What follows belongs to an exercise in optimizing a design on an open flow for small area; a production flow would make more cautious choices.
Only simulation tests tie the RTL to the original design; equivalence was not proved.
Power is estimated from default activity; no workload was simulated.

[design/flow/run.sh]
#!/bin/bash
# synth_recipe.tcl (not shown) runs the flow's synth.tcl, then flattens the netlist and writes it again
# the make line also repeats each setting of config.mk as NAME=value (left out here)
make -C /OpenROAD-flow-scripts/flow DESIGN_CONFIG=/design/flow/config.mk WORK_HOME=/design/flow/orfs CLKGATE_MAP_FILE= SYNTH_SCRIPT=/design/flow/synth_recipe.tcl finish
[design/flow/config.mk]
export PLATFORM = sky130hd
export DESIGN_NAME = commit_checker
export DESIGN_NICKNAME = commit_checker
export VERILOG_FILES = /design/flow/design.v
export SDC_FILE = /design/flow/constraint.sdc
export NUM_CORES = 4
export LEC_CHECK = 0
export CAP_MARGIN = 20
export CELL_PAD_IN_SITES_DETAIL_PLACEMENT = 2
export CELL_PAD_IN_SITES_GLOBAL_PLACEMENT = 2
export CORE_MARGIN = 2
export CORE_UTILIZATION = 30
export SLEW_MARGIN = 20
[design/flow/constraint.sdc]
create_clock -name core_clock -period 12.0 [get_ports {clk}]
set_input_delay 2.4000 -clock core_clock [delete_from_list [all_inputs] [get_ports {clk}]]
set_output_delay 2.4000 -clock core_clock [all_outputs]
set_load 0.01 [all_outputs]
[design/flow/design.v]
`default_nettype none
package rvc_pkg;
  typedef logic [31:0] xlen_t;
  typedef logic [31:0] inst_t;
  typedef logic [4:0]  reg_idx_t;
  typedef logic [15:0] count_t;
  localparam int unsigned NUM_REGS   = 32;
  localparam int unsigned INST_BYTES = 4;
  localparam logic [6:0] OPC_OP_IMM = 7'b0010011;
  localparam logic [6:0] OPC_AUIPC  = 7'b0010111;
  localparam logic [6:0] OPC_JAL    = 7'b1101111;
  localparam logic [6:0] OPC_JALR   = 7'b1100111;
  localparam logic [6:0] OPC_BRANCH = 7'b1100011;
  localparam logic [6:0] OPC_LOAD   = 7'b0000011;
  localparam logic [2:0] F3_ANDI = 3'b111;
  localparam logic [2:0] F3_BGE  = 3'b101;
  localparam logic [2:0] F3_LBU  = 3'b100;
  typedef enum logic [1:0] {
    ERR_FLOW,
    ERR_DEST,
    ERR_VALUE
  } err_kind_e;
  typedef enum logic [1:0] {
    RPT_IDLE,
    RPT_REQ,
    RPT_DRAIN
  } report_state_e;
  typedef struct packed {
    logic     valid;
    xlen_t    pc;
    inst_t    inst;
    logic     we;
    reg_idx_t rd;
    xlen_t    value;
    xlen_t    load_word;
  } commit_t;
  typedef struct packed {
    logic      hit;
    err_kind_e kind;
    xlen_t     pc;
  } mismatch_t;
  typedef struct packed {
    err_kind_e kind;
    xlen_t     pc;
    count_t    index;
    logic      lost;
  } err_rec_t;
  typedef struct packed {
    count_t retired;
    count_t checked;
  } stats_t;
endpackage
`default_nettype wire
`default_nettype none
module shadow_regfile (
  input  wire              clk,
  input  wire              rst_n,
  input  rvc_pkg::commit_t  commit_i,
  input  rvc_pkg::reg_idx_t rs1_idx_i,
  input  rvc_pkg::reg_idx_t rs2_idx_i,
  output rvc_pkg::xlen_t    rs1_val_o,
  output rvc_pkg::xlen_t    rs2_val_o
);
  rvc_pkg::xlen_t regs_q [rvc_pkg::NUM_REGS];
  logic           wr_en;
  assign wr_en = commit_i.valid && commit_i.we && (commit_i.rd != '0);
  always_ff @(posedge clk or negedge rst_n) begin
    if (!rst_n) begin
      for (int i = 0; i < rvc_pkg::NUM_REGS; i++) begin
        regs_q[i] <= '0;
      end
    end else if (wr_en) begin
      regs_q[commit_i.rd] <= commit_i.value;
    end
  end
  assign rs1_val_o = (rs1_idx_i == '0) ? '0 : regs_q[rs1_idx_i];
  assign rs2_val_o = (rs2_idx_i == '0) ? '0 : regs_q[rs2_idx_i];
endmodule
`default_nettype wire
`default_nettype none
module commit_golden (
  input  wire                clk,
  input  wire                rst_n,
  input  rvc_pkg::commit_t   commit_i,
  input  rvc_pkg::xlen_t     rs1_val_i,
  input  rvc_pkg::xlen_t     rs2_val_i,
  output rvc_pkg::reg_idx_t  rs1_idx_o,
  output rvc_pkg::reg_idx_t  rs2_idx_o,
  output logic               checked_o,
  output rvc_pkg::mismatch_t mismatch_o
);
  logic [6:0]        opcode;
  logic [2:0]        funct3;
  rvc_pkg::reg_idx_t rd_field;
  rvc_pkg::xlen_t    imm_i;
  rvc_pkg::xlen_t    imm_u;
  rvc_pkg::xlen_t    imm_j;
  rvc_pkg::xlen_t    imm_b;
  rvc_pkg::xlen_t    pc_step;
  assign opcode    = commit_i.inst[6:0];
  assign funct3    = commit_i.inst[14:12];
  assign rd_field  = commit_i.inst[11:7];
  assign rs1_idx_o = commit_i.inst[19:15];
  assign rs2_idx_o = commit_i.inst[24:20];
  assign imm_i = {{20{commit_i.inst[31]}}, commit_i.inst[31:20]};
  assign imm_u = {commit_i.inst[31:12], 12'b0};
  assign imm_j = {{12{commit_i.inst[31]}}, commit_i.inst[19:12], commit_i.inst[20],
                  commit_i.inst[30:21], 1'b0};
  assign imm_b = {{20{commit_i.inst[31]}}, commit_i.inst[7], commit_i.inst[30:25],
                  commit_i.inst[11:8], 1'b0};
  assign pc_step = commit_i.pc + rvc_pkg::xlen_t'(rvc_pkg::INST_BYTES);
  logic is_andi;
  logic is_auipc;
  logic is_jal;
  logic is_bge;
  logic is_lbu;
  logic is_checked;
  assign is_andi    = (opcode == rvc_pkg::OPC_OP_IMM) && (funct3 == rvc_pkg::F3_ANDI);
  assign is_auipc   = (opcode == rvc_pkg::OPC_AUIPC);
  assign is_jal     = (opcode == rvc_pkg::OPC_JAL);
  assign is_bge     = (opcode == rvc_pkg::OPC_BRANCH) && (funct3 == rvc_pkg::F3_BGE);
  assign is_lbu     = (opcode == rvc_pkg::OPC_LOAD) && (funct3 == rvc_pkg::F3_LBU);
  assign is_checked = is_andi || is_auipc || is_jal || is_bge || is_lbu;
  assign checked_o = commit_i.valid && is_checked;
  rvc_pkg::xlen_t load_addr;
  rvc_pkg::xlen_t lbu_value;
  rvc_pkg::xlen_t exp_value;
  logic           exp_we;
  assign load_addr = rs1_val_i + imm_i;
  always_comb begin
    case (load_addr[1:0])
      2'b00:   lbu_value = {24'b0, commit_i.load_word[7:0]};
      2'b01:   lbu_value = {24'b0, commit_i.load_word[15:8]};
      2'b10:   lbu_value = {24'b0, commit_i.load_word[23:16]};
      default: lbu_value = {24'b0, commit_i.load_word[31:24]};
    endcase
  end
  always_comb begin
    exp_value = '0;
    if (is_andi) begin
      exp_value = rs1_val_i & imm_i;
    end else if (is_auipc) begin
      exp_value = commit_i.pc + imm_u;
    end else if (is_jal) begin
      exp_value = pc_step;
    end else if (is_lbu) begin
      exp_value = lbu_value;
    end
  end
  assign exp_we = !is_bge && (rd_field != '0);
  rvc_pkg::xlen_t exp_pc_q;
  logic           exp_pc_known_q;
  rvc_pkg::xlen_t next_pc;
  logic           next_pc_known;
  rvc_pkg::xlen_t jal_target;
  logic           bge_taken;
  assign jal_target = commit_i.pc + imm_j;
  assign bge_taken  = $signed(rs1_val_i) >= $signed(rs2_val_i);
  always_comb begin
    next_pc       = pc_step;
    next_pc_known = 1'b1;
    if (is_jal) begin
      next_pc = {jal_target[31:2], 2'b00};
    end else if (is_bge) begin
      next_pc = bge_taken ? (commit_i.pc + imm_b) : pc_step;
    end else if ((opcode == rvc_pkg::OPC_JALR) || (opcode == rvc_pkg::OPC_BRANCH)) begin
      next_pc_known = 1'b0;
    end
  end
  always_ff @(posedge clk or negedge rst_n) begin
    if (!rst_n) begin
      exp_pc_known_q <= 1'b0;
    end else if (commit_i.valid) begin
      exp_pc_known_q <= next_pc_known;
    end
  end
  always_ff @(posedge clk) begin
    if (commit_i.valid) begin
      exp_pc_q <= next_pc;
    end
  end
  logic flow_err;
  logic dest_err;
  logic value_err;
  assign flow_err  = exp_pc_known_q && (commit_i.pc != exp_pc_q);
  assign dest_err  = is_checked &&
                     ((commit_i.we != exp_we) || (exp_we && (commit_i.rd != rd_field)));
  assign value_err = is_checked && exp_we && (commit_i.value != exp_value);
  always_comb begin
    mismatch_o.hit  = commit_i.valid && (flow_err || dest_err || value_err);
    mismatch_o.pc   = commit_i.pc;
    mismatch_o.kind = rvc_pkg::ERR_VALUE;
    if (flow_err) begin
      mismatch_o.kind = rvc_pkg::ERR_FLOW;
    end else if (dest_err) begin
      mismatch_o.kind = rvc_pkg::ERR_DEST;
    end
  end
endmodule
`default_nettype wire
`default_nettype none
module retire_counter (
  input  wire             clk,
  input  wire             rst_n,
  input  wire             commit_valid_i,
  input  wire             checked_i,
  output rvc_pkg::stats_t stats_o
);
  rvc_pkg::count_t retired_q;
  rvc_pkg::count_t checked_q;
  always_ff @(posedge clk or negedge rst_n) begin
    if (!rst_n) begin
      retired_q <= '0;
      checked_q <= '0;
    end else begin
      if (commit_valid_i) begin
        retired_q <= retired_q + rvc_pkg::count_t'(1);
      end
      if (checked_i) begin
        checked_q <= checked_q + rvc_pkg::count_t'(1);
      end
    end
  end
  assign stats_o.retired = retired_q;
  assign stats_o.checked = checked_q;
endmodule
`default_nettype wire
`default_nettype none
module report_fsm (
  input  wire                clk,
  input  wire                rst_n,
  input  rvc_pkg::mismatch_t mismatch_i,
  input  rvc_pkg::count_t    index_i,
  input  wire                err_ack_i,
  output logic               err_req_o,
  output rvc_pkg::err_rec_t  err_o
);
  rvc_pkg::report_state_e state_q;
  rvc_pkg::report_state_e state_d;
  rvc_pkg::err_rec_t      rec_q;
  logic                   lost_q;
  logic                   capture;
  assign capture = (state_q == rvc_pkg::RPT_IDLE) && mismatch_i.hit;
  always_comb begin
    state_d = state_q;
    case (state_q)
      rvc_pkg::RPT_IDLE:  if (mismatch_i.hit) state_d = rvc_pkg::RPT_REQ;
      rvc_pkg::RPT_REQ:   if (err_ack_i) state_d = rvc_pkg::RPT_DRAIN;
      rvc_pkg::RPT_DRAIN: if (!err_ack_i) state_d = rvc_pkg::RPT_IDLE;
      default:            state_d = rvc_pkg::RPT_IDLE;
    endcase
  end
  always_ff @(posedge clk or negedge rst_n) begin
    if (!rst_n) begin
      state_q <= rvc_pkg::RPT_IDLE;
      lost_q  <= 1'b0;
    end else begin
      state_q <= state_d;
      if (capture) begin
        lost_q <= 1'b0;
      end else if (mismatch_i.hit) begin
        lost_q <= 1'b1;
      end
    end
  end
  always_ff @(posedge clk) begin
    if (capture) begin
      rec_q.kind  <= mismatch_i.kind;
      rec_q.pc    <= mismatch_i.pc;
      rec_q.index <= index_i;
      rec_q.lost  <= lost_q;
    end
  end
  assign err_req_o = (state_q == rvc_pkg::RPT_REQ);
  assign err_o     = rec_q;
endmodule
`default_nettype wire
`default_nettype none
module commit_checker_top (
  input  wire               clk,
  input  wire               rst_n,
  input  rvc_pkg::commit_t  commit_i,
  input  wire               err_ack_i,
  output logic              err_req_o,
  output rvc_pkg::err_rec_t err_o,
  output rvc_pkg::stats_t   stats_o
);
  rvc_pkg::reg_idx_t  rs1_idx;
  rvc_pkg::reg_idx_t  rs2_idx;
  rvc_pkg::xlen_t     rs1_val;
  rvc_pkg::xlen_t     rs2_val;
  logic               checked;
  rvc_pkg::mismatch_t mismatch;
  shadow_regfile u_regfile (
    .clk       (clk),
    .rst_n     (rst_n),
    .commit_i  (commit_i),
    .rs1_idx_i (rs1_idx),
    .rs2_idx_i (rs2_idx),
    .rs1_val_o (rs1_val),
    .rs2_val_o (rs2_val)
  );
  commit_golden u_golden (
    .clk        (clk),
    .rst_n      (rst_n),
    .commit_i   (commit_i),
    .rs1_val_i  (rs1_val),
    .rs2_val_i  (rs2_val),
    .rs1_idx_o  (rs1_idx),
    .rs2_idx_o  (rs2_idx),
    .checked_o  (checked),
    .mismatch_o (mismatch)
  );
  retire_counter u_counter (
    .clk            (clk),
    .rst_n          (rst_n),
    .commit_valid_i (commit_i.valid),
    .checked_i      (checked),
    .stats_o        (stats_o)
  );
  report_fsm u_report (
    .clk        (clk),
    .rst_n      (rst_n),
    .mismatch_i (mismatch),
    .index_i    (stats_o.retired),
    .err_ack_i  (err_ack_i),
    .err_req_o  (err_req_o),
    .err_o      (err_o)
  );
endmodule
`default_nettype wire
`default_nettype none
module commit_checker (
  input  wire        clk,
  input  wire        rst_n,
  input  wire        commit_valid_i,
  input  wire [31:0] commit_pc_i,
  input  wire [31:0] commit_inst_i,
  input  wire        commit_we_i,
  input  wire [4:0]  commit_rd_i,
  input  wire [31:0] commit_value_i,
  input  wire [31:0] commit_load_word_i,
  input  wire        err_ack_i,
  output wire        err_req_o,
  output wire [1:0]  err_kind_o,
  output wire [31:0] err_pc_o,
  output wire [15:0] err_index_o,
  output wire        err_lost_o,
  output wire [15:0] stats_retired_o,
  output wire [15:0] stats_checked_o
);
  rvc_pkg::commit_t  commit;
  rvc_pkg::err_rec_t err;
  rvc_pkg::stats_t   stats;
  assign commit.valid     = commit_valid_i;
  assign commit.pc        = commit_pc_i;
  assign commit.inst      = commit_inst_i;
  assign commit.we        = commit_we_i;
  assign commit.rd        = commit_rd_i;
  assign commit.value     = commit_value_i;
  assign commit.load_word = commit_load_word_i;
  commit_checker_top u_top (
    .clk       (clk),
    .rst_n     (rst_n),
    .commit_i  (commit),
    .err_ack_i (err_ack_i),
    .err_req_o (err_req_o),
    .err_o     (err),
    .stats_o   (stats)
  );
  assign err_kind_o      = err.kind;
  assign err_pc_o        = err.pc;
  assign err_index_o     = err.index;
  assign err_lost_o      = err.lost;
  assign stats_retired_o = stats.retired;
  assign stats_checked_o = stats.checked;
endmodule
`default_nettype wire
==> out/metrics.yaml, run 1 <==
run_status:
  status: "timing/DRC/antenna clean"
critical_path:
  path_max_fanout: 53
  required_ns: 12.48
  critical_path.top_delay_family: "simple AND/OR/NAND/NOR gates"
  slowest_stage: "nor2_4"
  reg2regPathDepth: 19
  cp-start-kind: "input pin"
  crit_chain: "buf_2 > buf_4 > nand3b_4 > nor2_4 > a22oi_1 > nand2_1 > nor3_1 > a21oi_1 > ha_1 > xnor2_2 > buf_4 > mux4_2 > a222oi_1 > nor2_1 > nor4_1 > nand4b_1 > or4_1 > nor4_1 > nand4_1 > nor4_2 > a2111oi_4 > buf_4"
  end_kind: "register"
  path_buf_inv: 4
  arrival_ns: 10.15
  crit_top_cell: "buf_4"
  worstSetupPathType: "input pin to register"
  cp.depth: 22
  max_stage_delay_ns: 1.04
die:
  dieArea_um2: 208000
  coreArea_um2: 204000
  placementRows: 166
  start_util_pct: 30.1
  die_h_um: 456
  die_x_um: 456
  num_io_pins: 222
yosys:
  synthArstFlopShare_pct: 92.5
  synth_top_area_share_pct: 41.9
  synth.area.mux_share_pct: 18.6
  synth-edff-count: 83
  synth_xor_xnor_area_share_pct: 2.14
  synth-compound-area-share_pct: 15.7
  synth_top_cells_by_area: "dfrtp_1, mux2_2, edfxtp_1, a22oi_1, and3_1"
  yosys.area.top_type: "dfrtp_1"
  avgSynthCellArea_um2: 11.0
  synth_adder_area_share_pct: 1.93
  synth-simple-area-share_pct: 12.2
  synth_cell_type_count: 96
  ys.flop_type: "dfrtp_1"
  synth_seq_cells: 1111
  syn_area_um2: 61400
  yosysWarnings: 5
  synth_top_family_by_area: "multiplexers"
  syn_inst: 5557
  ys_seq_area_share_pct: 46.0
cts:
  clockBufferDepth: 3
  post_cts_buffers: 0
  clk_latency_ns: 0.86
  ctsResizeCount: 0
  cts_sinks: 1111
  clock-root-buffer: "clkbuf_16"
  cts.htree.levels: 4
  cts_hold_buf: 0
  cts_buffers: 136
  clkTransAtPathRegs_ns: 0.06
  cts_tree: "yes"
worst_hold_path:
  hp-class: "register to register"
  min_path_cells: 0
routing:
  wl_met2_um: 160000
  wl_met1_um: 147000
  wl_per_cell_um: 44.7
  dr.first_iter.drc_count: 8175
  dr_total_vias: 57100
  drc: 0
  drt_first_pass_iters: 6
  totalWireLength_um: 378000
  top_layer_used: "met5"
  viasPerCell: 6.77
  antenna_left: 0
  met3_length_um: 38700
pwr:
  seqPwrFrac_pct: 44.0
  finalPower_uw: 11100
  clockPowerShare_pct: 39.8
  ir_worst_vdd_v: 0.000137
  p_leak_uw: 0.0316
  switching_share_pct: 31.4
  p_int_uw: 7620
  powerDensity_nw_per_um2: 153
  combPwrFrac_pct: 16.2
  p_switching_uw: 3500
global_route:
  grt_antenna_before_repair: 34
  grt_pass1_vias: 58000
  grt_overflow: 0
  grt_start_max_net_pins: 154
  grt_util_all_layers_pct: 35.3
  grt_pass1_wl_um: 512000
timing:
  fin_skew_ns: 0.0409
  min_period_over_period_pct: 80.6
  setup_viol: 0
  hold_viol_final: 0
  holdWs_ns: 0.475
  max_freq_mhz: 103
  min_period_ns: 9.67
  fin_tns_setup_ns: 0
  slew_viol_final: 0
  rsz0062_at_grt: "false"
  tightest_slew_ns: 1.30
  maxSlewHeadroom_pct: 13.0
layout:
  drive_gt1_share_pct: 27.6
  final_nets: 5867
  area_delta_synth_final_pct: 18.2
  n_fill_cell: 21300
  utilization_pct: 35.6
placement:
  dp_hpwl_um: 244000
  numPortBuffers: 221
  gp_congestion: 0.949
job:
  maxCapViolations: 0
## cell usage after synthesis, types with 74 or more instances
library cell / instances
mux2_2: 977
edfxtp_1: 83
a22o_1: 151
nand2_1: 215
nand3_1: 200
ha_1: 90
xnor2_1: 94
a22oi_1: 321
nor2_1: 201
and3_1: 331
dfrtp_1: 1028
nand4_1: 172
o21ai_0: 110
a2111oi_0: 74
a21oi_1: 142
a221oi_1: 164
clkbuf_1: 463
## registers in the layout, summed over array words and instances, names as in the netlist
| signal | flops |
|---|---|
| u_top.u_regfile.regs_q | 992 |
| u_top.u_report.rec_q | 51 |
| u_top.u_golden.exp_pc_q | 32 |
| u_top.u_counter.checked_q | 16 |
| u_top.u_counter.retired_q | 16 |
| u_top.u_report.state_q | 2 |
| u_top.u_golden.exp_pc_known_q | 1 |
| u_top.u_report.lost_q | 1 |
## kinds of logic (layout without fill, tap and decap cells)
group,count (synthesis),after routing
multiplexers,1007,1007
AND/OR/NAND/NOR,1380,1380
adder cells (fa/ha/maj),93,93
AO/OA/AOI/OAI,1271,1271
XOR/XNOR,149,149
buffers and inverters,546,733
other,0,14
flip-flops,1111,1111
## power groups by stage
stage | Combinational (µW) | Clock (µW) | Sequential [µW]
after global routing | 1880 | 4610 | 4920
final | 1800 | 4430 | 4890
after detailed placement | 1760 | 0 | 4910
after floorplan | 941 | 0 | 4660
after CTS | 1770 | 4470 | 4850
after global placement | 1710 | 0 | 4900
## placed cells by master, fill, tap and decap left out, types with 83 or more instances in the layout
cell,n
buf_4,196
clkbuf_16,138
nor2_1,119
nand4_1,172
a21oi_1,141
a221oi_1,164
mux2_2,977
edfxtp_1,83
dfrtp_1,1028
ha_1,90
clkdlybuf4s50_1,213
and3_1,330
a22oi_1,321
xnor2_1,94
o21ai_0,110
nand2_1,209
nand3_1,198
a22o_1,151
## metal layers
| layer | track usage, % | vias to the layer above |
|---|---|---|
| met4 | 24.7 | 18 |
| met5 | 0 | - |
| li1 | - | 21600 |
| met1 | 44.8 | 30200 |
| met2 | 52.0 | 3962 |
| met3 | 9.59 | 1315 |
## final timing paths
check / start / endpoint / slack (ns)
worst max register to register: u_top.u_regfile.regs_q[27][1] / u_top.u_report.rec_q[10] / 5.39
worst max-delay path: commit_inst_i[18] / u_top.u_report.rec_q[10] / 2.33
max in group asynchronous: rst_n / u_top.u_regfile.regs_q[1][27] / 7.98
worst min-delay path: u_top.u_report.lost_q / u_top.u_report.rec_q[0] / 0.48
min in group asynchronous: rst_n / u_top.u_regfile.regs_q[20][26] / 1.59
worst min register to register: u_top.u_report.lost_q / u_top.u_report.rec_q[0] / 0.48
## through the flow
stage               setup WS (ns)  std cells  cell area (µm²)
floorplan                    1.78       5557            61400
global placement             1.87       8178            67600
detailed placement           1.78       8183            67800
CTS                          2.61       8429            72400
global route                 2.20       8432            72500
finish                       2.33       8446            72500
## cell type report
cell class,count,area (µm²),share of cell area (%)
tap,2688,3360,4.64
inverter,38,143,0.197
clock buffer,191,3900,5.38
clock inverter,55,763,1.05
timing repair buffer,449,4300,5.93
sequential,1111,28200,38.9
multi-input combinational,3900,31800,43.8
antenna,14,35.0,0.0483
==> run 2, diff against run 1 <==
--- a/design/flow/design.v
+++ b/design/flow/design.v
@@ -54,2 +54,65 @@
 `default_nettype none
+module rvc_cla_add #(
+  parameter int W = 32
+) (
+  input  wire [W-1:0] a_i,
+  input  wire [W-1:0] b_i,
+  output wire [W-1:0] sum_o
+);
+  localparam int NB = (W + 3) / 4;
+  wire [4*NB-1:0] g = {{(4*NB-W){1'b0}}, a_i & b_i};
+  wire [4*NB-1:0] p = {{(4*NB-W){1'b0}}, a_i ^ b_i};
+  wire [4*NB:0]   c;
+  wire [NB:0]     cb;
+  assign cb[0] = 1'b0;
+  for (genvar k = 0; k < NB; k++) begin : g_blk
+    wire blk_g = g[4*k+3] | (p[4*k+3] & (g[4*k+2] | (p[4*k+2] & (g[4*k+1] | (p[4*k+1] & g[4*k])))));
+    wire blk_p = &p[4*k+3:4*k];
+    assign c[4*k] = cb[k];
+    for (genvar i = 4*k; i < 4*k+3; i++) begin : g_bit
+      assign c[i+1] = g[i] | (p[i] & c[i]);
+    end
+    assign cb[k+1] = blk_g | (blk_p & cb[k]);
+  end
+  assign c[4*NB] = cb[NB];
+  assign sum_o   = p[W-1:0] ^ c[W-1:0];
+endmodule
+`default_nettype none
+module rvc_cla_inc #(
+  parameter int W = 30
+) (
+  input  wire [W-1:0] a_i,
+  input  wire         cin_i,
+  output wire [W-1:0] sum_o
+);
+  wire [W:0] c;
+  assign c[0] = cin_i;
+  for (genvar i = 0; i < W; i++) begin : g_bit
+    assign sum_o[i] = a_i[i] ^ c[i];
+    assign c[i+1]   = a_i[i] & c[i];
+  end
+endmodule
+`default_nettype none
+module rvc_cla_carry #(
+  parameter int W = 32
+) (
+  input  wire [W-1:0] a_i,
+  input  wire [W-1:0] b_i,
+  input  wire         cin_i,
+  output wire         cout_o
+);
+  localparam int NB = (W + 3) / 4;
+  wire [4*NB-1:0] g = {{(4*NB-W){1'b0}}, a_i & b_i};
+  wire [4*NB-1:0] p = {{(4*NB-W){1'b0}}, a_i | b_i};
+  wire [NB:0]     cb;
+  assign cb[0] = cin_i;
+  for (genvar k = 0; k < NB; k++) begin : g_blk
+    wire blk_g = g[4*k+3] | (p[4*k+3] & (g[4*k+2] | (p[4*k+2] & (g[4*k+1] | (p[4*k+1] & g[4*k])))));
+    wire blk_p = &p[4*k+3:4*k];
+    assign cb[k+1] = blk_g | (blk_p & cb[k]);
+  end
+  assign cout_o = cb[NB];
+endmodule
+`default_nettype wire
+`default_nettype none
 module shadow_regfile (
@@ -63,16 +126,60 @@
 );
-  rvc_pkg::xlen_t regs_q [rvc_pkg::NUM_REGS];
-  logic           wr_en;
-  assign wr_en = commit_i.valid && commit_i.we && (commit_i.rd != '0);
+  logic [rvc_pkg::NUM_REGS-1:1][31:0] regs_q;
+  logic [rvc_pkg::NUM_REGS-1:1]    written_q;
+  logic [rvc_pkg::NUM_REGS-1:1]    wr_sel;
+  logic [rvc_pkg::NUM_REGS-1:1]    rs1_sel;
+  logic [rvc_pkg::NUM_REGS-1:1]    rs2_sel;
+  always_comb begin
+    for (int i = 1; i < rvc_pkg::NUM_REGS; i++) begin
+      wr_sel[i]  = commit_i.valid && commit_i.we && (commit_i.rd == rvc_pkg::reg_idx_t'(i));
+      rs1_sel[i] = written_q[i] && (rs1_idx_i == rvc_pkg::reg_idx_t'(i));
+      rs2_sel[i] = written_q[i] && (rs2_idx_i == rvc_pkg::reg_idx_t'(i));
+    end
+  end
   always_ff @(posedge clk or negedge rst_n) begin
     if (!rst_n) begin
-      for (int i = 0; i < rvc_pkg::NUM_REGS; i++) begin
-        regs_q[i] <= '0;
+      written_q <= '0;
+    end else begin
+      written_q <= written_q | wr_sel;
+    end
+  end
+  for (genvar g = 1; g < rvc_pkg::NUM_REGS; g++) begin : g_reg
+    always_ff @(posedge clk) begin
+      if (wr_sel[g]) begin
+        regs_q[g] <= commit_i.value;
       end
-    end else if (wr_en) begin
-      regs_q[commit_i.rd] <= commit_i.value;
     end
   end
-  assign rs1_val_o = (rs1_idx_i == '0) ? '0 : regs_q[rs1_idx_i];
-  assign rs2_val_o = (rs2_idx_i == '0) ? '0 : regs_q[rs2_idx_i];
+  shadow_rdport u_rd1 (.regs_i(regs_q), .sel_i(rs1_sel), .val_o(rs1_val_o));
+  shadow_rdport u_rd2 (.regs_i(regs_q), .sel_i(rs2_sel), .val_o(rs2_val_o));
+endmodule
+module shadow_rdport (
+  input  wire [rvc_pkg::NUM_REGS-1:1][31:0] regs_i,
+  input  wire [rvc_pkg::NUM_REGS-1:1]       sel_i,
+  output wire [31:0]                        val_o
+);
+  for (genvar b = 0; b < 32; b++) begin : g_bit
+    wire [10:0] grp_n;
+    for (genvar k = 0; k < 10; k++) begin : g_grp
+      shadow_aoi222 u_aoi (
+        .a0 (regs_i[3*k+1][b]), .s0 (sel_i[3*k+1]),
+        .a1 (regs_i[3*k+2][b]), .s1 (sel_i[3*k+2]),
+        .a2 (regs_i[3*k+3][b]), .s2 (sel_i[3*k+3]),
+        .y  (grp_n[k])
+      );
+    end
+    assign grp_n[10] = ~(regs_i[31][b] & sel_i[31]);
+    assign val_o[b]  = ~(&grp_n);
+  end
+endmodule
+module shadow_aoi222 (
+  input  wire a0,
+  input  wire s0,
+  input  wire a1,
+  input  wire s1,
+  input  wire a2,
+  input  wire s2,
+  output wire y
+);
+  assign y = ~((a0 & s0) | (a1 & s1) | (a2 & s2));
 endmodule
@@ -110,3 +217,8 @@
                   commit_i.inst[11:8], 1'b0};
-  assign pc_step = commit_i.pc + rvc_pkg::xlen_t'(rvc_pkg::INST_BYTES);
+  rvc_cla_inc #(.W(30)) u_step (
+    .a_i   (commit_i.pc[31:2]),
+    .cin_i (1'b1),
+    .sum_o (pc_step[31:2])
+  );
+  assign pc_step[1:0] = commit_i.pc[1:0];
   logic is_andi;
@@ -124,13 +236,37 @@
   assign checked_o = commit_i.valid && is_checked;
-  rvc_pkg::xlen_t load_addr;
-  rvc_pkg::xlen_t lbu_value;
+  rvc_pkg::xlen_t pc_addend;
+  rvc_pkg::xlen_t pc_sum;
+  logic           bge_taken;
+  rvc_cla_carry #(.W(32)) u_ge (
+    .a_i    ({~rs1_val_i[31], rs1_val_i[30:0]}),
+    .b_i    ({rs2_val_i[31], ~rs2_val_i[30:0]}),
+    .cin_i  (1'b1),
+    .cout_o (bge_taken)
+  );
+  always_comb begin
+    if (is_auipc) begin
+      pc_addend = imm_u;
+    end else if (is_jal) begin
+      pc_addend = imm_j;
+    end else begin
+      pc_addend = imm_b;
+    end
+  end
+  rvc_cla_add #(.W(31)) u_sum (
+    .a_i    (commit_i.pc[31:1]),
+    .b_i    (pc_addend[31:1]),
+    .sum_o  (pc_sum[31:1])
+  );
+  assign pc_sum[0]  = commit_i.pc[0];
+  logic [1:0]     load_off;
+  logic [7:0]     lbu_byte;
   rvc_pkg::xlen_t exp_value;
   logic           exp_we;
-  assign load_addr = rs1_val_i + imm_i;
+  assign load_off = rs1_val_i[1:0] + imm_i[1:0];
   always_comb begin
-    case (load_addr[1:0])
-      2'b00:   lbu_value = {24'b0, commit_i.load_word[7:0]};
-      2'b01:   lbu_value = {24'b0, commit_i.load_word[15:8]};
-      2'b10:   lbu_value = {24'b0, commit_i.load_word[23:16]};
-      default: lbu_value = {24'b0, commit_i.load_word[31:24]};
+    case (load_off)
+      2'b00:   lbu_byte = commit_i.load_word[7:0];
+      2'b01:   lbu_byte = commit_i.load_word[15:8];
+      2'b10:   lbu_byte = commit_i.load_word[23:16];
+      default: lbu_byte = commit_i.load_word[31:24];
     endcase
@@ -142,3 +278,3 @@
     end else if (is_auipc) begin
-      exp_value = commit_i.pc + imm_u;
+      exp_value = pc_sum;
     end else if (is_jal) begin
@@ -146,3 +282,3 @@
     end else if (is_lbu) begin
-      exp_value = lbu_value;
+      exp_value = {24'b0, lbu_byte};
     end
@@ -151,20 +287,11 @@
   rvc_pkg::xlen_t exp_pc_q;
+  rvc_pkg::xlen_t exp_pc_d;
   logic           exp_pc_known_q;
-  rvc_pkg::xlen_t next_pc;
   logic           next_pc_known;
-  rvc_pkg::xlen_t jal_target;
-  logic           bge_taken;
-  assign jal_target = commit_i.pc + imm_j;
-  assign bge_taken  = $signed(rs1_val_i) >= $signed(rs2_val_i);
-  always_comb begin
-    next_pc       = pc_step;
-    next_pc_known = 1'b1;
-    if (is_jal) begin
-      next_pc = {jal_target[31:2], 2'b00};
-    end else if (is_bge) begin
-      next_pc = bge_taken ? (commit_i.pc + imm_b) : pc_step;
-    end else if ((opcode == rvc_pkg::OPC_JALR) || (opcode == rvc_pkg::OPC_BRANCH)) begin
-      next_pc_known = 1'b0;
-    end
-  end
+  logic           take_sum;
+  rvc_pkg::xlen_t sum_pc;
+  assign take_sum      = is_jal || (is_bge && bge_taken);
+  assign sum_pc        = {pc_sum[31:2], is_jal ? 2'b00 : pc_sum[1:0]};
+  assign next_pc_known = is_jal || is_bge ||
+                         !((opcode == rvc_pkg::OPC_JALR) || (opcode == rvc_pkg::OPC_BRANCH));
   always_ff @(posedge clk or negedge rst_n) begin
@@ -176,6 +303,13 @@
   end
+  rvc_pc_sel u_pc_sel (
+    .hold_i (!commit_i.valid),
+    .sum_i  (commit_i.valid && take_sum),
+    .step_i (commit_i.valid && !take_sum),
+    .q_i    (exp_pc_q),
+    .sum_pc_i  (sum_pc),
+    .step_pc_i (pc_step),
+    .d_o    (exp_pc_d)
+  );
   always_ff @(posedge clk) begin
-    if (commit_i.valid) begin
-      exp_pc_q <= next_pc;
-    end
+    exp_pc_q <= exp_pc_d;
   end
@@ -199,2 +333,13 @@
 endmodule
+module rvc_pc_sel (
+  input  wire                 hold_i,
+  input  wire                 sum_i,
+  input  wire                 step_i,
+  input  rvc_pkg::xlen_t      q_i,
+  input  rvc_pkg::xlen_t      sum_pc_i,
+  input  rvc_pkg::xlen_t      step_pc_i,
+  output rvc_pkg::xlen_t      d_o
+);
+  assign d_o = ({32{hold_i}} & q_i) | ({32{sum_i}} & sum_pc_i) | ({32{step_i}} & step_pc_i);
+endmodule
 `default_nettype wire
@@ -210,2 +355,14 @@
   rvc_pkg::count_t checked_q;
+  rvc_pkg::count_t retired_d;
+  rvc_pkg::count_t checked_d;
+  logic [16:0]     retired_c;
+  logic [16:0]     checked_c;
+  assign retired_c[0] = commit_valid_i;
+  assign checked_c[0] = checked_i;
+  for (genvar i = 0; i < 16; i++) begin : g_inc
+    assign retired_d[i]   = retired_q[i] ^ retired_c[i];
+    assign retired_c[i+1] = retired_q[i] & retired_c[i];
+    assign checked_d[i]   = checked_q[i] ^ checked_c[i];
+    assign checked_c[i+1] = checked_q[i] & checked_c[i];
+  end
   always_ff @(posedge clk or negedge rst_n) begin
@@ -215,8 +372,4 @@
     end else begin
-      if (commit_valid_i) begin
-        retired_q <= retired_q + rvc_pkg::count_t'(1);
-      end
-      if (checked_i) begin
-        checked_q <= checked_q + rvc_pkg::count_t'(1);
-      end
+      retired_q <= retired_d;
+      checked_q <= checked_d;
     end
==> design/flow/flow/run.sh (new file) <==
#!/bin/bash
set -euo pipefail
bash standard.sh \
  BUFFER_PORTS_ARGS="-buffer_cell sky130_fd_sc_hd__buf_1" \
  CTS_ARGS="-sink_clustering_enable -repair_clock_nets -dont_use_dummy_load -sink_clustering_size 20 -sink_clustering_max_diameter 50" \
  finish > flow_make.log 2>&1
==> design/flow/standard.sh (new file) <==
#!/bin/bash
# synth_recipe.tcl (not shown) runs the flow's synth.tcl, then flattens the netlist and writes it again
# the make line also repeats each setting of config.mk as NAME=value (left out here)
make -C /OpenROAD-flow-scripts/flow DESIGN_CONFIG=/design/flow/config.mk WORK_HOME=/design/flow/orfs CLKGATE_MAP_FILE= SYNTH_SCRIPT=/design/flow/synth_recipe.tcl "${@:-finish}"
--- a/design/flow/config.mk
+++ b/design/flow/config.mk
@@ -8,6 +8,7 @@
 export CAP_MARGIN = 20
-export CELL_PAD_IN_SITES_DETAIL_PLACEMENT = 2
+export CELL_PAD_IN_SITES_DETAIL_PLACEMENT = 1
 export CELL_PAD_IN_SITES_GLOBAL_PLACEMENT = 2
 export CORE_MARGIN = 2
-export CORE_UTILIZATION = 30
+export CORE_UTILIZATION = 35
 export SLEW_MARGIN = 20
+export SYNTH_HIERARCHICAL = 1
removed: design/flow/run.sh
==> out/metrics.yaml, run 2 <==
layout:
  reg_top3: "u_top.u_regfile.regs_q x992, u_top.u_report.rec_q x51, u_top.u_golden.exp_pc_q x32"
  fin_area_um2: 55900
  drive_gt1_share_pct: 11.2
  final_common_cell: "edfxtp_1"
  n_fill_cell: 13600
  top_register: "u_top.u_regfile.regs_q"
  final_nets: 3574
  largest_register_ffs: 992
  area_delta_synth_final_pct: 14.6
  final_cell_mix: "edfxtp_1, a222oi_1, buf_1"
yosys:
  ys_seq_area_share_pct: 69.0
  ys.flop_type: "edfxtp_1"
  synth-compound-area-share_pct: 18.5
  syn_area_um2: 48700
  synth_top_area_share_pct: 64.3
  synthArstFlopShare_pct: 5.87
  synth_cell_type_count: 91
  synth_seq_cells: 1142
  synth_top_cells_by_area: "edfxtp_1, a222oi_1, dfrtp_1, ha_1, nand4_1"
  synth.area.mux_share_pct: 0.442
  yosysWarnings: 10
  synth_adder_area_share_pct: 3.33
  synth-simple-area-share_pct: 5.40
  synth_xor_xnor_area_share_pct: 1.38
  avgSynthCellArea_um2: 16.6
  synth-edff-count: 1043
  yosys.area.top_type: "edfxtp_1"
  synth_top_family_by_area: "compound AO/OA/AOI/OAI gates"
  syn_inst: 2928
  synth.most_common_cell: "edfxtp_1"
  synthTopCellsByCount: "edfxtp_1, a222oi_1, nand4_1"
critical_path:
  slowest_stage: "o41a_1"
  max_stage_delay_ns: 0.55
  required_ns: 12.40
  crit_top_cell: "ha_1"
  worstSetupPathType: "input pin to register"
  critical_path.top_delay_family: "adder cells"
  path_buf_inv: 2
  end_kind: "register"
  path_max_fanout: 52
  arrival_ns: 10.57
  cp-start-kind: "input pin"
die:
  die_x_um: 377
  placementRows: 136
  die_h_um: 377
  dieArea_um2: 142000
  coreArea_um2: 138000
  num_io_pins: 222
  start_util_pct: 35.4
cts:
  post_cts_buffers: 0
  ctsResizeCount: 0
  cts_sinks: 1142
  clockBufferDepth: 3
  cts_hold_buf: 0
  cts_tree: "yes"
  clkTransAtPathRegs_ns: 0.05
  clock-root-buffer: "clkbuf_16"
  clk_latency_ns: 0.82
  cts.htree.levels: 4
  cts_buffers: 135
timing:
  setup_viol: 0
  min_period_over_period_pct: 84.8
  slew_viol_final: 0
  rsz0062_at_grt: "false"
  fin_tns_setup_ns: 0
  holdWs_ns: 0.472
  min_period_ns: 10.17
  max_freq_mhz: 98.3
  fin_skew_ns: 0.0894
  hold_viol_final: 0
  tightest_slew_ns: 1.13
  fin_ws_ns: 1.83
  maxSlewHeadroom_pct: 24.9
routing:
  dr_total_vias: 36600
  dr.first_iter.drc_count: 8118
  antenna_left: 0
  viasPerCell: 7.15
  drc: 0
  wl_per_cell_um: 42.1
  drt_first_pass_iters: 12
  totalWireLength_um: 216000
pwr:
  finalPower_uw: 8770
  ir_worst_vdd_v: 0.000172
  p_leak_uw: 0.0191
  powerDensity_nw_per_um2: 157
global_route:
  grt_overflow: 0
  grt_antenna_before_repair: 6
  grt_util_all_layers_pct: 29.7
  grt_start_max_net_pins: 68
  grt_pass1_vias: 37600
  grt_pass1_wl_um: 295000
placement:
  dp_hpwl_um: 126000
  pre_cts_ws_ns: 1.08
  numPortBuffers: 221
  placedInstanceArea_um2: 52500
  gp_congestion: 0.889
job:
  maxCapViolations: 0
run_status:
  status: "timing/DRC/antenna clean"
worst_hold_path:
  hp-class: "register to register"
run 2: cell types whose count changed after synthesis, moves of 270 or more:
cell      change
and3_1      -270
mux2_2      -977
edfxtp_1    +960
a22oi_1     -314
dfrtp_1     -961
a222oi_1    +638
clkbuf_1    -446
run 2: where the power goes:
part	total, µW	switching [µW]	internal, µW
sequential	4530	63.4	4470
clock	3450	1490	1960
combinational	789	557	232
run 2: per-stage QoR:
step / std cells / utilization (%)
global placement: 4984 / 38.1
floorplan: 2929 / -
CTS: 5119 / 40.5
finish: 5121 / 40.5
global route: 5119 / 40.5
detailed placement: 4984 / 38.1
run 2: final timing paths:
path	from	to	slack [ns]	depth (start not counted)
min in group asynchronous	rst_n	u_top.u_regfile.written_q[27]	1.76	1
worst min-delay path	u_top.u_counter.checked_q[15]	u_top.u_counter.checked_q[15]	0.47	1
worst max register to register	u_top.u_regfile.written_q[22]	u_top.u_report.rec_q[29]	5.51	15
max in group asynchronous	rst_n	u_top.u_counter.checked_q[13]	9.59	1
worst min register to register	u_top.u_counter.checked_q[15]	u_top.u_counter.checked_q[15]	0.47	1
worst max-delay path	commit_pc_i[2]	u_top.u_report.rec_q[29]	1.83	39
run 2: cell type report:
cell class	instances	area (µm²)	area share, %
Antenna cell	2	5.00	0.00896
Clock buffer	135	3380	6.05
Inverter	75	282	0.504
Multi-Input combinational cell	1619	14500	25.9
Sequential cell	1142	33600	60.2
Tap cell	1794	2240	4.02
Timing Repair Buffer	354	1860	3.32
run 2: modules after synthesis, one instance, submodules excluded, excerpt:
module	cells	times used
retire_counter	64	1
report_fsm	63	1
shadow_regfile	1209	1
rvc_pc_sel	73	1
shadow_aoi222	1	640
commit_golden	414	1
shadow_rdport	131	2
run 2: kinds of logic after synthesis:
family                   count (synthesis)
XOR/XNOR                                74
buffers and inverters                  168
other                                    1
adder cells (fa/ha/maj)                117
AND/OR/NAND/NOR                        458
multiplexers                            10
AO/OA/AOI/OAI                          958
flip-flops                            1142
run 2: metal layers:
layer	share of wire (%)	wire (µm)	global-route usage (%)	vias up
met2	45	97400	46.2	2642
met3	11	22900	6.43	543
met1	37	80200	37.5	19000
li1	-	-	-	14400
met4	6.9	14900	19.3	6
met5	0.016	35	0	-
run 2: worst reg2reg max path, stage by stage, from the launching register on:
cell and delay, ns:
dfrtp_1 0.38, and3_1 0.15, buf_4 0.31, a222oi_1 0.57
nand4_1 0.55, a2111o_1 0.56, ha_1 0.36, xnor2_4 0.54
mux4_1 0.66, nand2_1 0.12, a31oi_1 0.11, xor2_1 0.21
or4_1 0.49, o41a_1 0.55, nor3b_4 0.20, buf_4 0.34
==> run 3, diff against run 2 <==
==> design/flow/flow/run.sh (replaced) <==
#!/bin/bash
set -euo pipefail
bash standard.sh \
  BUFFER_PORTS_ARGS="-buffer_cell sky130_fd_sc_hd__buf_1" \
  CTS_ARGS="-sink_clustering_enable -repair_clock_nets -dont_use_dummy_load -sink_clustering_size 25 -sink_clustering_max_diameter 90" \
  finish > flow_make.log 2>&1
--- a/design/flow/config.mk
+++ b/design/flow/config.mk
@@ -8,6 +8,6 @@
 export CAP_MARGIN = 20
-export CELL_PAD_IN_SITES_DETAIL_PLACEMENT = 1
-export CELL_PAD_IN_SITES_GLOBAL_PLACEMENT = 2
+export CELL_PAD_IN_SITES_DETAIL_PLACEMENT = 0
+export CELL_PAD_IN_SITES_GLOBAL_PLACEMENT = 1
 export CORE_MARGIN = 2
-export CORE_UTILIZATION = 35
+export CORE_UTILIZATION = 55
 export SLEW_MARGIN = 20
==> out/metrics.yaml, run 3 <==
pwr:
  p_switching_uw: 1770
  p_int_uw: 5470
  finalPower_uw: 7240
  powerDensity_nw_per_um2: 137
  seqPwrFrac_pct: 62.3
  ir_worst_vdd_v: 0.000146
  p_leak_uw: 0.0180
  clockPowerShare_pct: 27.3
  switching_share_pct: 24.4
  combPwrFrac_pct: 10.4
yosys:
  syn_inst: 2928
  ys_seq_area_share_pct: 69.0
  syn_area_um2: 48700
  synth-edff-count: 1043
  synth_top_cells_by_area: "edfxtp_1, a222oi_1, dfrtp_1, ha_1, nand4_1"
  synth_top_area_share_pct: 64.3
  synth_seq_cells: 1142
  synthArstFlopShare_pct: 5.87
  yosysWarnings: 10
  synth.most_common_cell: "edfxtp_1"
  synthTopCellsByCount: "edfxtp_1, a222oi_1, nand4_1"
  avgSynthCellArea_um2: 16.6
  synth_cell_type_count: 91
  yosys.area.top_type: "edfxtp_1"
  ys.flop_type: "edfxtp_1"
layout:
  utilization_pct: 60.2
  top_register: "u_top.u_regfile.regs_q"
  final_cells: 4414
  area_delta_synth_final_pct: 8.79
  reg_top3: "u_top.u_regfile.regs_q x992, u_top.u_report.rec_q x51, u_top.u_golden.exp_pc_q x32"
  final_nets: 3497
  drive_gt1_share_pct: 7.97
  fin_area_um2: 53000
  largest_register_ffs: 992
  final_cell_mix: "edfxtp_1, a222oi_1, buf_1"
  multi_input_area_um2: 14400
  final_common_cell: "edfxtp_1"
  final-seq-area_um2: 33600
  n_fill_cell: 6716
job:
  maxCapViolations: 0
cts:
  clockBufferDepth: 3
  clock-root-buffer: "clkbuf_16"
  clkTransAtPathRegs_ns: 0.09
  cts_sinks: 1142
  clk_latency_ns: 0.69
  cts_hold_buf: 0
  cts.htree.levels: 2
  ctsResizeCount: 0
  cts_buffers: 53
  post_cts_buffers: 0
  cts_tree: "yes"
critical_path:
  slowest_stage: "nor3b_4"
  arrival_ns: 10.68
  reg2reg_from: "u_top.u_regfile.written_q[13]"
  crit_top_cell: "ha_1"
  end_kind: "register"
  required_ns: 12.23
  path_max_fanout: 34
  max_stage_delay_ns: 0.79
  cp-start-kind: "input pin"
  startpoint: "commit_pc_i[2]"
  worstSetupPathType: "input pin to register"
timing:
  max_freq_mhz: 95.7
  min_period_over_period_pct: 87.1
  fin_tns_setup_ns: 0
  maxSlewHeadroom_pct: 18.7
  hold_viol_final: 0
  rsz0062_at_grt: "false"
  fin_skew_ns: 0.117
  slew_viol_final: 0
  tightest_slew_ns: 1.22
  setup_viol: 0
  min_period_ns: 10.45
routing:
  viasPerCell: 8.25
  dr.first_iter.drc_count: 10200
  wl_per_cell_um: 42.2
  dr_total_vias: 36400
  antenna_left: 0
  drt_first_pass_iters: 15
  totalWireLength_um: 186000
  drc: 0
global_route:
  grt_overflow: 0
  grt_util_all_layers_pct: 39.7
  grt_antenna_before_repair: 6
  grt_pass1_vias: 35000
  grt_start_max_net_pins: 68
  grt_pass1_wl_um: 254000
placement:
  dp_hpwl_um: 107000
  placed_cells: 4360
  placedInstanceArea_um2: 51700
  numPortBuffers: 221
  gp_congestion: 0.922
die:
  placementRows: 109
  dieArea_um2: 91000
  start_util_pct: 55.3
  die_h_um: 302
  die_x_um: 302
  coreArea_um2: 88100
  num_io_pins: 222
worst_hold_path:
  hp-class: "register to register"
  hold_start: "u_top.u_counter.checked_q[15]"
run_status:
  status: "timing/DRC/antenna clean"
run 3: cell counts after synthesis:
No cell type changed its count.
run 3: final timing paths:
check | endpoint | slack, ns | cells after the start
max | u_top.u_report.rec_q[49] | 1.55 | 39
min | u_top.u_counter.checked_q[15] | 0.47 | 1
max reg2reg | u_top.u_report.rec_q[49] | 5.39 | 16
min reg2reg | u_top.u_counter.checked_q[15] | 0.47 | 1
max in group asynchronous | u_top.u_golden.exp_pc_known_q | 9.39 | 2
min in group asynchronous | u_top.u_counter.checked_q[9] | 1.91 | 2
run 3: routing by layer:
metal / vias to the layer above / GRT usage (%) / wire (µm)
met5: - / 0.265 / 26
met4: 4 / 24.0 / 12800
met3: 590 / 11.5 / 29500
met2: 3544 / 58.8 / 81300
met1: 18100 / 52.3 / 62600
li1: 14200 / - / -
run 3: power by group through the flow:
stage | Combinational (µW) | Sequential (µW) | Clock (µW)
global route | 782 | 4520 | 2120
global placement | 711 | 4600 | 0
finish | 750 | 4510 | 1980
detailed placement | 722 | 4600 | 0
CTS | 724 | 4510 | 1980
floorplan | 350 | 4620 | 0
run 3: cell type report:
type | instances | share of cell area (%)
Multi-Input combinational cell | 1619 | 27.2
Tap cell | 1165 | 2.75
Inverter | 75 | 0.531
Sequential cell | 1142 | 63.4
Antenna cell | 1 | 0.00472
Timing Repair Buffer | 359 | 3.53
Clock buffer | 53 | 2.50
run 3: cells by family (layout without fill, tap and decap cells):
kind of cell	count (synthesis)	in the layout	synth area share, %
AO/OA/AOI/OAI	958	958	18.5
XOR/XNOR	74	74	1.38
adder cells (fa/ha/maj)	117	117	3.33
buffers and inverters	168	487	1.90
flip-flops	1142	1142	69.0
multiplexers	10	10	0.442
other	1	3	0.00769
AND/OR/NAND/NOR	458	458	5.40
run 3: modules after synthesis, one instance, submodules excluded, a selection:
module / times used / flops+latches / cells / cell area, µm²
commit_golden: 1 / 33 / 414 / 3430
report_fsm: 1 / 54 / 63 / 1670
retire_counter: 1 / 32 / 64 / 1190
rvc_pc_sel: 1 / 0 / 73 / 504
shadow_aoi222: 640 / 0 / 1 / 10.0
shadow_rdport: 2 / 0 / 131 / 915
shadow_regfile: 1 / 1023 / 1209 / 31800
run 3: worst max-delay path, delay by kind of cell:
| kind | cells | cell delay [ns] |
|---|---|---|
| adder cells (fa/ha/maj) | 29 | 5.50 |
| AND/OR/NAND/NOR | 3 | 1.02 |
| AO/OA/AOI/OAI | 3 | 0.76 |
| buffers and inverters | 2 | 0.71 |
| XOR/XNOR | 2 | 0.26 |
run 3: metrics by stage:
step           hold slack (ns)  setup slack, ns
4_1_cts                  0.478             1.53
3_5_place_dp             0.462            0.980
6_report                 0.473             1.55
2_1_floorplan            0.426             1.10
3_3_place_gp             0.448            0.986
5_1_grt                  0.485             1.11
==> run 4, diff against run 3 <==
==> design/flow/flow/run.sh (replaced) <==
#!/bin/bash
set -euo pipefail
bash standard.sh \
  BUFFER_PORTS_ARGS="-buffer_cell sky130_fd_sc_hd__buf_1" \
  CTS_ARGS="-sink_clustering_enable -repair_clock_nets -dont_use_dummy_load -sink_clustering_size 28 -sink_clustering_max_diameter 90" \
  finish > flow_make.log 2>&1
==> out/metrics.yaml, run 4 <==
yosys:
  synth.most_common_cell: "edfxtp_1"
  synth_top_cells_by_area: "edfxtp_1, a222oi_1, dfrtp_1, ha_1, nand4_1"
  yosysWarnings: 10
  synth-edff-count: 1043
  yosys.area.top_type: "edfxtp_1"
  ys.flop_type: "edfxtp_1"
  synth_seq_cells: 1142
  avgSynthCellArea_um2: 16.6
  syn_area_um2: 48700
  synthTopCellsByCount: "edfxtp_1, a222oi_1, nand4_1"
  syn_inst: 2928
  synthArstFlopShare_pct: 5.87
  ys_seq_area_share_pct: 69.0
  synth_cell_type_count: 91
  synth_top_area_share_pct: 64.3
cts:
  ctsResizeCount: 0
  clk_latency_ns: 0.68
  post_cts_buffers: 0
  cts_sinks: 1142
  clkTransAtPathRegs_ns: 0.10
  cts_hold_buf: 0
  cts_tree: "yes"
  cts_buffers: 49
  cts.htree.levels: 2
  clock-root-buffer: "clkbuf_16"
  clockBufferDepth: 3
global_route:
  use_met1_pct: 52.2
  met3_usage_pct: 12.0
  grt_util_all_layers_pct: 39.8
  grt_pass1_vias: 34900
  grt_start_max_net_pins: 68
  met2_usage_pct: 58.9
  grt_overflow: 0
  grt_pass1_wl_um: 254000
  grt_busiest_layer: "met2"
  grt_antenna_before_repair: 6
die:
  num_io_pins: 222
  placementRows: 109
  dieArea_um2: 91000
  die_h_um: 302
  start_util_pct: 55.3
  coreArea_um2: 88100
  die_x_um: 302
routing:
  dr.first_iter.drc_count: 10200
  totalWireLength_um: 186000
  antenna_left: 0
  drt_first_pass_iters: 14
  drc: 0
  viasPerCell: 8.25
  dr_total_vias: 36400
  wl_per_cell_um: 42.2
critical_path:
  worstSetupPathType: "input pin to register"
  critical_path.top_delay_family: "adder cells"
  reg2regPathDepth: 16
  max_stage_delay_ns: 0.80
  slowest_stage: "nor3b_4"
  end_kind: "register"
  ff2ff_setup_slack_ns: 5.41
  cp-start-kind: "input pin"
  arrival_ns: 10.71
  path_max_fanout: 34
  reg2reg_to: "u_top.u_report.rec_q[49]"
  crit_top_cell: "ha_1"
  reg2reg_from: "u_top.u_regfile.written_q[22]"
  required_ns: 12.23
  path_buf_inv: 2
worst_hold_path:
  min_path_cells: 1
  min_to: "u_top.u_counter.checked_q[15]"
  hp-class: "register to register"
  hold_start: "u_top.u_counter.checked_q[15]"
job:
  maxCapViolations: 0
layout:
  final_cell_mix: "edfxtp_1, a222oi_1, buf_1"
  largest_register_ffs: 992
  final_common_cell: "edfxtp_1"
  area_delta_synth_final_pct: 8.60
  final_nets: 3493
  utilization_pct: 60.1
  reg_top3: "u_top.u_regfile.regs_q x992, u_top.u_report.rec_q x51, u_top.u_golden.exp_pc_q x32"
  top_register: "u_top.u_regfile.regs_q"
  drive_gt1_share_pct: 7.86
timing:
  setup_viol: 0
  max_freq_mhz: 95.4
  min_period_ns: 10.48
  fin_tns_setup_ns: 0
  hold_viol_final: 0
  slew_viol_final: 0
  fin_skew_ns: 0.102
  tightest_slew_ns: 1.20
  maxSlewHeadroom_pct: 20.2
  fin_ws_ns: 1.52
  holdWs_ns: 0.473
  min_period_over_period_pct: 87.3
  rsz0062_at_grt: "false"
placement:
  gp_congestion: 0.922
  numPortBuffers: 221
  pre_cts_ws_ns: 0.980
  dp_hpwl_um: 107000
pwr:
  p_int_uw: 5420
  p_switching_uw: 1750
  seqPwrFrac_pct: 62.9
  finalPower_uw: 7170
  ir_worst_vdd_v: 0.000153
  clockPowerShare_pct: 26.6
  combPwrFrac_pct: 10.5
  switching_share_pct: 24.4
  p_leak_uw: 0.0180
  powerDensity_nw_per_um2: 135
run_status:
  status: "timing/DRC/antenna clean"
[run 4: stage by stage]
step / instance area, µm² / instances
after floorplan: 48700 / 2929
after global placement: 51700 / 4360
after detailed placement: 51700 / 4360
after CTS: 52900 / 4409
after global routing: 52900 / 4409
final: 52900 / 4413
[run 4: cell families (layout without fill, tap and decap cells)]
family                     Yosys count  after routing  share of synthesized area, %
AOI/OAI and AO/OA                  958            958                          18.5
xor gates and xnor gates            74             74                          1.38
adders and majority gates          117            117                          3.33
buffers and inverters              168            483                          1.90
DFF                               1142           1142                          69.0
muxes                               10             10                         0.442
other                                1              6                       0.00769
and+or+nand+nor                    458            458                          5.40
[run 4: cell type report]
type	instances	area, µm²
diodes	4	10.0
fillers	6732	35200
well taps	1165	1460
clock buffers	49	1230
flip-flops and latches	1142	33600
repair buffers	359	1870
multi-input cells	1619	14400
inverters	75	282
[run 4: power by group through the flow]
stage	clock network, µW	logic (µW)	registers [µW]
2_1_floorplan	0	350	4620
3_3_place_gp	0	711	4600
3_5_place_dp	0	722	4600
4_1_cts	1910	724	4510
5_1_grt	2040	783	4530
6_report	1910	753	4510
[run 4: worst max-delay path by stage]
| stage | from | endpoint | slack, ns | depth (start not counted) |
|---|---|---|---|---|
| finish | commit_pc_i[2] | u_top.u_report.rec_q[49] | 1.52 | 39 |
| global route | commit_pc_i[2] | u_top.u_report.rec_q[49] | 1.09 | 39 |
| CTS | commit_pc_i[2] | u_top.u_report.rec_q[49] | 1.53 | 39 |
| detailed placement | commit_pc_i[2] | u_top.u_report.rec_q[43] | 0.98 | 39 |
| global placement | commit_pc_i[2] | u_top.u_report.rec_q[44] | 0.99 | 39 |
| floorplan | commit_inst_i[5] | u_top.u_report.rec_q[0] | 1.10 | 26 |
[run 4: Yosys stat by module (local to each module, per instance), a selection]
module	cells	flip-flops and latches
commit_golden	414	33
rvc_pc_sel	73	0
shadow_aoi222	1	0
shadow_regfile	1209	1023
report_fsm	63	54
retire_counter	64	32
shadow_rdport	131	0
[run 4: layer usage]
metal | share of wire, % | wire [µm] | vias up
met5 | 0.0070 | 13 | -
met2 | 44 | 81300 | 3552
met1 | 34 | 63300 | 18100
met4 | 6.8 | 12700 | 2
li1 | - | - | 14200
met3 | 16 | 28900 | 611
==> run 5, diff against run 4 <==
==> design/flow/flow/run.sh (replaced) <==
#!/bin/bash
set -euo pipefail
bash standard.sh \
  BUFFER_PORTS_ARGS="-buffer_cell sky130_fd_sc_hd__buf_1" \
  CTS_ARGS="-sink_clustering_enable -repair_clock_nets -dont_use_dummy_load -sink_clustering_size 28 -sink_clustering_max_diameter 70" \
  finish > flow_make.log 2>&1
--- a/design/flow/config.mk
+++ b/design/flow/config.mk
@@ -9,5 +9,5 @@
 export CELL_PAD_IN_SITES_DETAIL_PLACEMENT = 0
-export CELL_PAD_IN_SITES_GLOBAL_PLACEMENT = 1
+export CELL_PAD_IN_SITES_GLOBAL_PLACEMENT = 0
 export CORE_MARGIN = 2
-export CORE_UTILIZATION = 55
+export CORE_UTILIZATION = 65
 export SLEW_MARGIN = 20
==> out/metrics.yaml, run 5 <==
timing:
  hold_viol_final: 0
  holdWs_ns: 0.467
  min_period_over_period_pct: 86.7
  fin_skew_ns: 0.101
  tightest_slew_ns: 1.19
  slew_viol_final: 0
  maxSlewHeadroom_pct: 20.9
  min_period_ns: 10.40
  fin_tns_setup_ns: 0
  setup_viol: 0
  max_freq_mhz: 96.1
  rsz0062_at_grt: "false"
yosys:
  yosysWarnings: 10
  synthArstFlopShare_pct: 5.87
  synth-simple-area-share_pct: 5.40
  syn_area_um2: 48700
  synth-compound-area-share_pct: 18.5
  synth_seq_cells: 1142
  synthTopCellsByCount: "edfxtp_1, a222oi_1, nand4_1"
  synth_top_area_share_pct: 64.3
  synth_top_family_by_area: "compound AO/OA/AOI/OAI gates"
  synth-edff-count: 1043
  synth.most_common_cell: "edfxtp_1"
  synth_top_cells_by_area: "edfxtp_1, a222oi_1, dfrtp_1, ha_1, nand4_1"
  synth_adder_area_share_pct: 3.33
  synth_cell_type_count: 91
  synth_xor_xnor_area_share_pct: 1.38
  synth.area.mux_share_pct: 0.442
  ys.flop_type: "edfxtp_1"
  ys_seq_area_share_pct: 69.0
  avgSynthCellArea_um2: 16.6
  syn_inst: 2928
  yosys.area.top_type: "edfxtp_1"
critical_path:
  required_ns: 12.27
  arrival_ns: 10.67
  max_stage_delay_ns: 0.82
  path_max_fanout: 34
  slowest_stage: "nor3b_4"
  cp-start-kind: "input pin"
  crit_top_cell: "ha_1"
  end_kind: "register"
  ff2ff_setup_slack_ns: 5.47
  reg2regPathDepth: 16
  reg2reg_to: "u_top.u_report.rec_q[26]"
  worstSetupPathType: "input pin to register"
  reg2reg_from: "u_top.u_regfile.written_q[19]"
placement:
  dp_hpwl_um: 102000
  gp_congestion: 0.967
  numPortBuffers: 221
routing:
  drt_first_pass_iters: 14
  dr_total_vias: 37300
  antenna_left: 0
  drc: 0
  viasPerCell: 8.84
  totalWireLength_um: 180000
  dr.first_iter.drc_count: 12100
  wl_per_cell_um: 42.7
layout:
  largest_register_ffs: 992
  final_nets: 3499
  final_cell_mix: "edfxtp_1, a222oi_1, buf_1"
  final_common_cell: "edfxtp_1"
  area_delta_synth_final_pct: 8.36
  reg_top3: "u_top.u_regfile.regs_q x992, u_top.u_report.rec_q x51, u_top.u_golden.exp_pc_q x32"
  top_register: "u_top.u_regfile.regs_q"
  drive_gt1_share_pct: 7.91
  n_fill_cell: 4793
global_route:
  grt_pass1_vias: 36700
  grt_overflow: 0
  grt_util_all_layers_pct: 45.9
  grt_start_max_net_pins: 68
  grt_antenna_before_repair: 6
  grt_pass1_wl_um: 253000
cts:
  cts_sinks: 1142
  ctsResizeCount: 0
  post_cts_buffers: 0
  clk_latency_ns: 0.71
  clockBufferDepth: 3
  cts.htree.levels: 2
  cts_hold_buf: 0
  cts_buffers: 54
  clkTransAtPathRegs_ns: 0.10
  cts_tree: "yes"
  clock-root-buffer: "clkbuf_16"
worst_hold_path:
  hp-class: "register to register"
  min_to: "u_top.u_report.rec_q[0]"
  min_path_cells: 0
  hold_start: "u_top.u_report.lost_q"
die:
  dieArea_um2: 77200
  die_x_um: 278
  die_h_um: 278
  num_io_pins: 222
  placementRows: 100
  coreArea_um2: 74300
  start_util_pct: 65.6
run_status:
  status: "timing/DRC/antenna clean"
pwr:
  powerDensity_nw_per_um2: 137
  p_leak_uw: 0.0180
  ir_worst_vdd_v: 0.000164
job:
  maxCapViolations: 0
-- run 5: worst max-delay path, delay by kind of cell --
kind	cells	cell delay, ns
AND/OR/NAND/NOR	3	1.05
AO/OA/AOI/OAI	3	0.74
XOR/XNOR	2	0.26
adder cells (fa/ha/maj)	29	5.50
buffers and inverters	2	0.70
-- run 5: layout make-up --
| cell class | count | area (µm²) | area share [%] |
|---|---|---|---|
| inverters | 75 | 282 | 0.533 |
| multi-input cells | 1619 | 14400 | 27.4 |
| repair buffers | 360 | 1870 | 3.55 |
| well taps | 969 | 1210 | 2.30 |
| flip-flops and latches | 1142 | 33600 | 63.7 |
| diodes | 4 | 10.0 | 0.0190 |
| clock buffers | 54 | 1350 | 2.56 |
-- run 5: per-stage QoR --
stage	instances	util (%)	cell area, µm²	power [µW]	setup WS, ns
after global routing	4219	71.0	52800	7400	1.13
after detailed placement	4165	69.2	51500	5310	1.01
after CTS	4219	71.0	52800	7190	1.60
final	4223	71.1	52800	7250	1.60
after floorplan	2929	-	48700	4970	1.10
after global placement	4165	69.2	51500	5290	1.11
-- run 5: kinds of logic after synthesis --
kind of cell | after synthesis
multiplexers | 10
flip-flops | 1142
adder cells (fa/ha/maj) | 117
AND/OR/NAND/NOR | 458
AO/OA/AOI/OAI | 958
XOR/XNOR | 74
other | 1
buffers and inverters | 168
-- run 5: worst max path at each step --
stage                                start                       end  cells after the start
after detailed placement    commit_pc_i[2]  u_top.u_report.rec_q[43]                     39
after CTS                   commit_pc_i[2]  u_top.u_report.rec_q[26]                     39
after global routing        commit_pc_i[2]  u_top.u_report.rec_q[26]                     39
after global placement      commit_pc_i[2]  u_top.u_report.rec_q[44]                     39
final                       commit_pc_i[2]  u_top.u_report.rec_q[26]                     39
after floorplan           commit_inst_i[5]   u_top.u_report.rec_q[0]                     26
-- run 5: routing by layer --
metal / track usage [%] / part of all wire, %
met1: 58.5 / 31
met3: 18.1 / 18
met2: 65.7 / 42
met5: 0 / 0.042
met4: 29.9 / 8.0
-- run 5: per-module statistics from Yosys, one instance, submodules excluded, a selection --
| module | cells | cell area (µm²) | flops+latches | copies in the design |
|---|---|---|---|---|
| shadow_regfile | 1209 | 31800 | 1023 | 1 |
| shadow_rdport | 131 | 915 | 0 | 2 |
| rvc_pc_sel | 73 | 504 | 0 | 1 |
| commit_golden | 414 | 3430 | 33 | 1 |
| retire_counter | 64 | 1190 | 32 | 1 |
| report_fsm | 63 | 1670 | 54 | 1 |
| shadow_aoi222 | 1 | 10.0 | 0 | 640 |
-- run 5: power breakdown --
group / switching [µW] / total (µW) / leakage (µW) / internal, µW
Sequential: 57.8 / 4510 / 0.0105 / 4460
Clock: 1190 / 1990 / 0.000665 / 802
Combinational: 516 / 747 / 0.00683 / 231

afterwards: timing with drivers on the ports:
Ports are ideal in the flow. The routed layouts listed here were re-timed in OpenROAD.
Step 1 assumes that a clkbuf_16 drives the clock port and a buf_2 every other input.
Step 2 adds t to the input delays and takes it off the output delays; t is the mean of the earliest and latest rising clock arrival at the registers after step 1. Input paths then give back, and output paths get back, about the clock's delay inside the block.
Slacks: ideal ports / drivers / drivers and shift; pairs: ideal ports / drivers.
| run | t (ns) | slack for setup (ns) | worst setup path after step 2 |
|---|---|---|---|
| run 1 | 0.931 | 2.329 / 2.392 / 1.461 | input to register |
| run 2 | 0.852 | 1.827 / 1.872 / 1.021 | input to register |
| run 3 | 0.703 | 1.549 / 1.594 / 0.891 | input to register |
| run 4 | 0.703 | 1.523 / 1.568 / 0.865 | input to register |
| run 5 | 0.730 | 1.597 / 1.646 / 0.916 | input to register |
After both steps setup and hold are still met in every run listed. The setup slack of run 1, which loses most, moves by +0.063 ns with the drivers and by -0.868 ns with both steps.
